Context: an optimization exercise on an open-source flow, tuned for small area. The choices shown serve that exercise and are no tape-out recipe. Where RTL was checked, it was by simulation tests only, not by an equivalence proof against the original.

==> inputs of exp/yarrow <==
==> flow/design.v <==
package lock_pkg;
  typedef logic [3:0] digit_t;
  typedef digit_t [4-1:0] code_t;
  typedef digit_t [20-1:0] entry_t;   
  typedef logic [1:0] code_sel_t;
  typedef logic [2:0] tries_t;
  typedef enum logic [3:0] {
    STARTUP,
    LOCKED,
    VALIDATE,
    BEEP,
    PENALTY,
    LOCKOUT,
    UNLOCKED,
    OPEN,
    DEBOUNCE_UNLOCK,
    DEBOUNCE_LOCK
  } lock_state_t;
  typedef enum logic [2:0] {
    TMR_DEBOUNCE,
    TMR_RELOCK,
    TMR_BEEP,
    TMR_PENALTY,
    TMR_LOCKOUT
  } timer_sel_t;
endpackage
`timescale 1ns/1ps
module dig_eq (
  input  logic [3:0] e,
  input  logic [3:0] ne,
  input  logic [3:0] c,
  input  logic [3:0] nc,
  output logic       eq
);
  assign eq = &((e | nc) & (ne | c));
endmodule
`timescale 1ns/1ps
module lock_top (
  input  logic                 clk,
  input  logic                 rst,
  input  logic                 door_open,
  input  logic                 inside_button,
  input  logic [79:0] entry,
  input  logic                 entry_valid,
  input  logic                 code_wr,
  input  logic [1:0]         code_sel,
  input  logic [15:0]        code_value,
  output logic                 bolt,
  output logic                 beep,
  output logic                 keypad_en,
  output logic [2:0]         fail_count
);
  localparam logic [3:0] S_STARTUP  = 4'd0;
  localparam logic [3:0] S_LOCKED   = 4'd1;
  localparam logic [3:0] S_VALIDATE = 4'd2;
  localparam logic [3:0] S_BEEP     = 4'd3;
  localparam logic [3:0] S_PENALTY  = 4'd4;
  localparam logic [3:0] S_LOCKOUT  = 4'd5;
  localparam logic [3:0] S_UNLOCKED = 4'd6;
  localparam logic [3:0] S_OPEN     = 4'd7;
  localparam logic [3:0] S_DEB_UNL  = 4'd8;
  localparam logic [3:0] S_DEB_LCK  = 4'd9;
  logic [63:0] code_bits;
  logic [63:0] code_next;
  logic [3:0]  code_ok;
  logic [3:0]  ok_next;
  always_comb begin
    code_next = code_bits;
    ok_next   = code_ok;
    for (int c = 0; c < 4; c++) begin
      if (code_wr && (code_sel == c[1:0])) begin
        code_next[16*c +: 16] = code_value;
        ok_next[c]            = 1'b1;
      end
    end
  end
  always_ff @(posedge clk, posedge rst) begin
    if (rst) code_ok <= '0;
    else     code_ok <= ok_next;
  end
  always_ff @(posedge clk) begin
    code_bits <= code_next;
  end
  logic [79:0] entry_bits;
  logic        match_now;
  logic        match_q;
  assign entry_bits = entry;
  logic [79:0] entry_n;
  logic [63:0] code_n;
  logic        deq [4][4][17];
  logic [3:0]  hit;
  assign entry_n = ~entry_bits;
  assign code_n  = ~code_next;
  for (genvar c = 0; c < 4; c++) begin : g_code
    for (genvar k = 0; k < 4; k++) begin : g_dig
      for (genvar p = 0; p <= 16; p++) begin : g_pos
        dig_eq u_eq (
          .e  (entry_bits[4*(p+k) +: 4]),
          .ne (entry_n[4*(p+k) +: 4]),
          .c  (code_next[16*c+4*k +: 4]),
          .nc (code_n[16*c+4*k +: 4]),
          .eq (deq[c][k][p])
        );
      end
    end
  end
  always_comb begin
    for (int c = 0; c < 4; c++) begin
      hit[c] = 1'b0;
      for (int p = 0; p <= 16; p++) begin
        if (deq[c][0][p] && deq[c][1][p] && deq[c][2][p] && deq[c][3][p]) hit[c] = 1'b1;
      end
    end
    match_now = |(hit & ok_next);
  end
  always_ff @(posedge clk) begin
    match_q <= match_now;
  end
  logic [5:0] tcnt;
  logic [5:0] tlen;
  logic       timer_start;
  logic       expired;
  assign expired = (tcnt == 6'd1);
  always_ff @(posedge clk, posedge rst) begin
    if (rst)                tcnt <= '0;
    else if (timer_start)   tcnt <= tlen;
    else if (tcnt != 6'd0)  tcnt <= tcnt - 6'd1;
  end
  logic [3:0] state, state_d;
  logic [2:0] fail_d;
  logic       held, held_d;
  logic       key_error, key_confirm;
  assign key_error   = entry_valid && (entry_bits[3:0] == 4'hE);
  assign key_confirm = entry_valid && (entry_bits[3:0] != 4'hE) && (entry_bits[3:0] != 4'hF);
  always_comb begin
    state_d     = state;
    fail_d      = fail_count;
    held_d      = held;
    timer_start = 1'b0;
    tlen        = 6'd8;
    case (state)
      S_STARTUP: begin
        if (!door_open) state_d = S_LOCKED;
      end
      S_LOCKED: begin
        if (key_error) begin
          state_d = S_BEEP; timer_start = 1'b1; tlen = 6'd6;
        end
        else if (key_confirm) begin
          state_d = S_VALIDATE;
        end
        else if (inside_button) begin
          state_d = S_DEB_UNL; timer_start = 1'b1; held_d = 1'b0;
        end
      end
      S_VALIDATE: begin
        if (match_q) begin
          state_d = S_UNLOCKED; timer_start = 1'b1; tlen = 6'd40;
        end
        else begin
          state_d = S_PENALTY; fail_d = fail_count + 3'd1;
          timer_start = 1'b1; tlen = 6'd12;
        end
      end
      S_BEEP: begin
        if (expired) state_d = S_LOCKED;
      end
      S_PENALTY: begin
        if (expired && (fail_count >= 3'd5)) begin
          state_d = S_LOCKOUT; timer_start = 1'b1; tlen = 6'd60;
        end
        else if (expired) begin
          state_d = S_LOCKED;
        end
      end
      S_LOCKOUT: begin
        if (expired) begin
          state_d = S_LOCKED; fail_d = '0;
        end
      end
      S_UNLOCKED: begin
        if (door_open) begin
          state_d = S_OPEN;
        end
        else if (inside_button) begin
          state_d = S_DEB_LCK; timer_start = 1'b1; held_d = 1'b0;
        end
        else if (expired) begin
          state_d = S_LOCKED; fail_d = '0;
        end
      end
      S_OPEN: begin
        if (!door_open) begin
          state_d = S_UNLOCKED; timer_start = 1'b1; tlen = 6'd40;
        end
      end
      S_DEB_UNL: begin
        if (!inside_button && (held || expired)) begin
          state_d = S_UNLOCKED; timer_start = 1'b1; tlen = 6'd40;
        end
        else if (!inside_button) begin
          state_d = S_LOCKED;
        end
        else if (expired) begin
          held_d = 1'b1;
        end
      end
      S_DEB_LCK: begin
        if (!inside_button && (held || expired)) begin
          state_d = S_LOCKED; fail_d = '0;
        end
        else if (!inside_button) begin
          state_d = S_UNLOCKED; timer_start = 1'b1; tlen = 6'd40;
        end
        else if (expired) begin
          held_d = 1'b1;
        end
      end
      default: state_d = S_STARTUP;
    endcase
  end
  always_ff @(posedge clk, posedge rst) begin
    if (rst) begin
      state      <= S_STARTUP;
      fail_count <= '0;
      held       <= 1'b0;
    end
    else begin
      state      <= state_d;
      fail_count <= fail_d;
      held       <= held_d;
    end
  end
  assign bolt = (state == S_LOCKED) || (state == S_VALIDATE) || (state == S_BEEP) ||
                (state == S_PENALTY) || (state == S_LOCKOUT) || (state == S_DEB_UNL);
  assign beep      = (state == S_BEEP);
  assign keypad_en = (state == S_LOCKED);
endmodule
==> flow/run.sh <==
#!/bin/bash
# synth_recipe.tcl (not shown) runs the flow's synth.tcl, then flattens the netlist and writes it again
# the make line also repeats each setting of config.mk as NAME=value (left out here)
make -C /OpenROAD-flow-scripts/flow DESIGN_CONFIG=/design/flow/config.mk WORK_HOME=/design/flow/orfs CLKGATE_MAP_FILE= SYNTH_SCRIPT=/design/flow/synth_recipe.tcl finish
==> flow/config.mk <==
export PLATFORM = sky130hd
export DESIGN_NAME = lock_top
export DESIGN_NICKNAME = lock_top
export VERILOG_FILES = /design/flow/design.v
export SDC_FILE = /design/flow/constraint.sdc
export NUM_CORES = 4
export LEC_CHECK = 0
export CAP_MARGIN = 20
export CORE_MARGIN = 2
export CORE_UTILIZATION = 40
export SLEW_MARGIN = 20
export SYNTH_HIERARCHICAL = 1
==> flow/constraint.sdc <==
create_clock -name core_clock -period 10.0 [get_ports {clk}]
set_input_delay 2.0000 -clock core_clock [delete_from_list [all_inputs] [get_ports {clk}]]
set_output_delay 2.0000 -clock core_clock [all_outputs]
set_load 0.01 [all_outputs]
==> inputs of exp/nickel, as changes to exp/yarrow <==
==> flow/design.v, changed modules only <==
module bit_eq (
  input  logic a,
  input  logic na,
  input  logic b,
  input  logic nb,
  output logic eq
);
  assign eq = ~((a | b) & (na | nb));
endmodule
module dig_eq (
  input  logic [3:0] e,
  input  logic [3:0] ne,
  input  logic [3:0] c,
  input  logic [3:0] nc,
  output logic       ne_out
);
  logic [3:0] beq;
  for (genvar i = 0; i < 4; i++) begin : g_bit
    bit_eq u_bit (.a(e[i]), .na(ne[i]), .b(c[i]), .nb(nc[i]), .eq(beq[i]));
  end
  assign ne_out = ~&beq;
endmodule
module lock_top (
  input  logic                 clk,
  input  logic                 rst,
  input  logic                 door_open,
  input  logic                 inside_button,
  input  logic [79:0] entry,
  input  logic                 entry_valid,
  input  logic                 code_wr,
  input  logic [1:0]         code_sel,
  input  logic [15:0]        code_value,
  output logic                 bolt,
  output logic                 beep,
  output logic                 keypad_en,
  output logic [2:0]         fail_count
);
  localparam logic [3:0] S_STARTUP  = 4'd0;
  localparam logic [3:0] S_LOCKED   = 4'd1;
  localparam logic [3:0] S_VALIDATE = 4'd2;
  localparam logic [3:0] S_BEEP     = 4'd3;
  localparam logic [3:0] S_PENALTY  = 4'd4;
  localparam logic [3:0] S_LOCKOUT  = 4'd5;
  localparam logic [3:0] S_UNLOCKED = 4'd6;
  localparam logic [3:0] S_OPEN     = 4'd7;
  localparam logic [3:0] S_DU       = 4'd8;
  localparam logic [3:0] S_DU_HELD  = 4'd9;
  localparam logic [3:0] S_DL       = 4'd10;
  localparam logic [3:0] S_DL_HELD  = 4'd11;
  logic [63:0] code_bits;
  logic [63:0] code_next;
  logic [3:0]  code_ok;
  logic [3:0]  ok_next;
  always_comb begin
    code_next = code_bits;
    ok_next   = code_ok;
    for (int c = 0; c < 4; c++) begin
      if (code_wr && (code_sel == c[1:0])) begin
        code_next[16*c +: 16] = code_value;
        ok_next[c]            = 1'b1;
      end
    end
  end
  always_ff @(posedge clk, posedge rst) begin
    if (rst) code_ok <= '0;
    else     code_ok <= ok_next;
  end
  always_ff @(posedge clk) begin
    code_bits <= code_next;
  end
  logic [79:0] entry_bits;
  logic        match_now;
  logic        match_q;
  assign entry_bits = entry;
  logic [79:0] entry_n;
  logic [63:0] code_n;
  logic        dne [4][4][17];
  logic [3:0]  hit;
  assign entry_n = ~entry_bits;
  assign code_n  = ~code_next;
  for (genvar c = 0; c < 4; c++) begin : g_code
    for (genvar k = 0; k < 4; k++) begin : g_dig
      for (genvar p = 0; p <= 16; p++) begin : g_pos
        dig_eq u_eq (
          .e  (entry_bits[4*(p+k) +: 4]),
          .ne (entry_n[4*(p+k) +: 4]),
          .c  (code_next[16*c+4*k +: 4]),
          .nc (code_n[16*c+4*k +: 4]),
          .ne_out (dne[c][k][p])
        );
      end
    end
  end
  always_comb begin
    for (int c = 0; c < 4; c++) begin
      hit[c] = 1'b0;
      for (int p = 0; p <= 16; p++) begin
        if (!(dne[c][0][p] || dne[c][1][p] || dne[c][2][p] || dne[c][3][p])) hit[c] = 1'b1;
      end
    end
    match_now = |(hit & ok_next);
  end
  always_ff @(posedge clk) begin
    match_q <= match_now;
  end
  localparam logic [5:0] T_EXP = 6'd1;
  localparam logic [5:0] T_DEBOUNCE = 6'd31;   
  localparam logic [5:0] T_RELOCK   = 6'd17;   
  localparam logic [5:0] T_BEEP     = 6'd62;   
  localparam logic [5:0] T_PENALTY  = 6'd21;   
  localparam logic [5:0] T_LOCKOUT  = 6'd16;   
  logic [5:0] tcnt;
  logic [5:0] tlen;
  logic       timer_start;
  logic       expired;
  assign expired = (tcnt == T_EXP);
  always_ff @(posedge clk, posedge rst) begin
    if (rst)              tcnt <= '0;
    else if (timer_start) tcnt <= tlen;
    else                  tcnt <= {tcnt[4:0], tcnt[5] ^ tcnt[4]};   
  end
  logic [3:0] state, state_d;
  logic [2:0] fail_d;
  logic       key_error, key_confirm;
  assign key_error   = entry_valid && (entry_bits[3:0] == 4'hE);
  assign key_confirm = entry_valid && (entry_bits[3:0] != 4'hE) && (entry_bits[3:0] != 4'hF);
  always_comb begin
    state_d     = state;
    fail_d      = fail_count;
    timer_start = 1'b0;
    tlen        = T_DEBOUNCE;
    case (state)
      S_STARTUP: begin
        if (!door_open) state_d = S_LOCKED;
      end
      S_LOCKED: begin
        if (key_error) begin
          state_d = S_BEEP; timer_start = 1'b1; tlen = T_BEEP;
        end
        else if (key_confirm) begin
          state_d = S_VALIDATE;
        end
        else if (inside_button) begin
          state_d = S_DU; timer_start = 1'b1;
        end
      end
      S_VALIDATE: begin
        if (match_q) begin
          state_d = S_UNLOCKED; timer_start = 1'b1; tlen = T_RELOCK;
        end
        else begin
          state_d = S_PENALTY; fail_d = fail_count + 3'd1;
          timer_start = 1'b1; tlen = T_PENALTY;
        end
      end
      S_BEEP: begin
        if (expired) state_d = S_LOCKED;
      end
      S_PENALTY: begin
        if (expired && fail_count[2] && fail_count[0]) begin
          state_d = S_LOCKOUT; timer_start = 1'b1; tlen = T_LOCKOUT;
        end
        else if (expired) begin
          state_d = S_LOCKED;
        end
      end
      S_LOCKOUT: begin
        if (expired) begin
          state_d = S_LOCKED; fail_d = '0;
        end
      end
      S_UNLOCKED: begin
        if (door_open) begin
          state_d = S_OPEN;
        end
        else if (inside_button) begin
          state_d = S_DL; timer_start = 1'b1;
        end
        else if (expired) begin
          state_d = S_LOCKED; fail_d = '0;
        end
      end
      S_OPEN: begin
        if (!door_open) begin
          state_d = S_UNLOCKED; timer_start = 1'b1; tlen = T_RELOCK;
        end
      end
      S_DU: begin
        if (!inside_button && expired) begin
          state_d = S_UNLOCKED; timer_start = 1'b1; tlen = T_RELOCK;
        end
        else if (!inside_button) begin
          state_d = S_LOCKED;
        end
        else if (expired) begin
          state_d = S_DU_HELD;
        end
      end
      S_DU_HELD: begin
        if (!inside_button) begin
          state_d = S_UNLOCKED; timer_start = 1'b1; tlen = T_RELOCK;
        end
      end
      S_DL: begin
        if (!inside_button && expired) begin
          state_d = S_LOCKED; fail_d = '0;
        end
        else if (!inside_button) begin
          state_d = S_UNLOCKED; timer_start = 1'b1; tlen = T_RELOCK;
        end
        else if (expired) begin
          state_d = S_DL_HELD;
        end
      end
      S_DL_HELD: begin
        if (!inside_button) begin
          state_d = S_LOCKED; fail_d = '0;
        end
      end
      default: state_d = S_STARTUP;
    endcase
  end
  always_ff @(posedge clk, posedge rst) begin
    if (rst) begin
      state      <= S_STARTUP;
      fail_count <= '0;
    end
    else begin
      state      <= state_d;
      fail_count <= fail_d;
    end
  end
  assign bolt = (state == S_LOCKED) || (state == S_VALIDATE) || (state == S_BEEP) ||
                (state == S_PENALTY) || (state == S_LOCKOUT) ||
                (state == S_DU) || (state == S_DU_HELD);
  assign beep      = (state == S_BEEP);
  assign keypad_en = (state == S_LOCKED);
endmodule
==> flow/config.mk (replaced) <==
export PLATFORM = sky130hd
export DESIGN_NAME = lock_top
export DESIGN_NICKNAME = lock_top
export VERILOG_FILES = /design/flow/design.v
export SDC_FILE = /design/flow/constraint.sdc
export NUM_CORES = 4
export LEC_CHECK = 0
export CAP_MARGIN = 0
export CORE_MARGIN = 2
export CORE_UTILIZATION = 70
export CTS_BUF_LIST = sky130_fd_sc_hd__clkbuf_2 sky130_fd_sc_hd__clkbuf_4
export SLEW_MARGIN = 0
export SYNTH_HIERARCHICAL = 1
==> qor summary <==
item                                                                               exp/nickel               exp/yarrow
Number of cell rows                                                                        49                       70
Final RePlAce weighted congestion                                                        1.33                     1.07
Starting utilization of the core area                                                   71.9%                    40.4%
Share of synthesized area occupied by flip-flops and latches                            13.3%                    11.9%
Simple-gate share of the synthesized area                                               20.8%                    29.5%
Synthesized-area fraction occupied by adder cells                                      0.192%                   0.341%
Setup slack at placement                                                              3.85 ns                  3.46 ns
Standard cell area after detailed placement                                        0.0150 mm2               0.0176 mm2
Synthesized instance count                                                              1,895                    1,896
Parity-gate share of the synthesized area counting xor and xnor cells                 0.0674%                   0.298%
Proportion of netlist area held by the largest area contributor                         52.6%                    46.4%
Synthesized Nets                                                                        2,001                    2,004
Die height                                                                             140 um                   196 um
Avg Cell Area, Syn                                                                   6.86 um2                 7.75 um2
Result of the run                                                      stopped before the end  complete, no violations
Failing step                                                                          5_1_grt                        -
Fraction of the mapped netlist area in compound gates                                   55.5%                    48.9%
Number of sinks driven by the clock tree                                                   82                       83
For exp/nickel, only the layout was checked, not whether the RTL still works.

## what the ideal ports hide
No port has a modelled driver above. Below, the same layout with a new extraction and two added sets of constraints.
Step 1 assumes that a clkbuf_16 drives the clock port and a buf_2 every other input.
Step 2 adds t to the input delays and takes it off the output delays; t is the mean of the earliest and latest rising clock arrival at the registers after step 1. Input paths then give back, and output paths get back, about the clock's delay inside the block.
Three values: ideal, step 1, step 2; two values: the first two.
run: exp/yarrow
t (ns): 0.409
setup WS [ns]: 3.540 / 3.557 / 3.148
clock arrival spread, ns: 0.010 / 0.010
worst data-port slew with drivers (ns): 0.05
After both steps exp/yarrow still meets setup and hold. The setup slack of exp/yarrow moves by +0.017 ns with the drivers and by -0.392 ns with both steps.
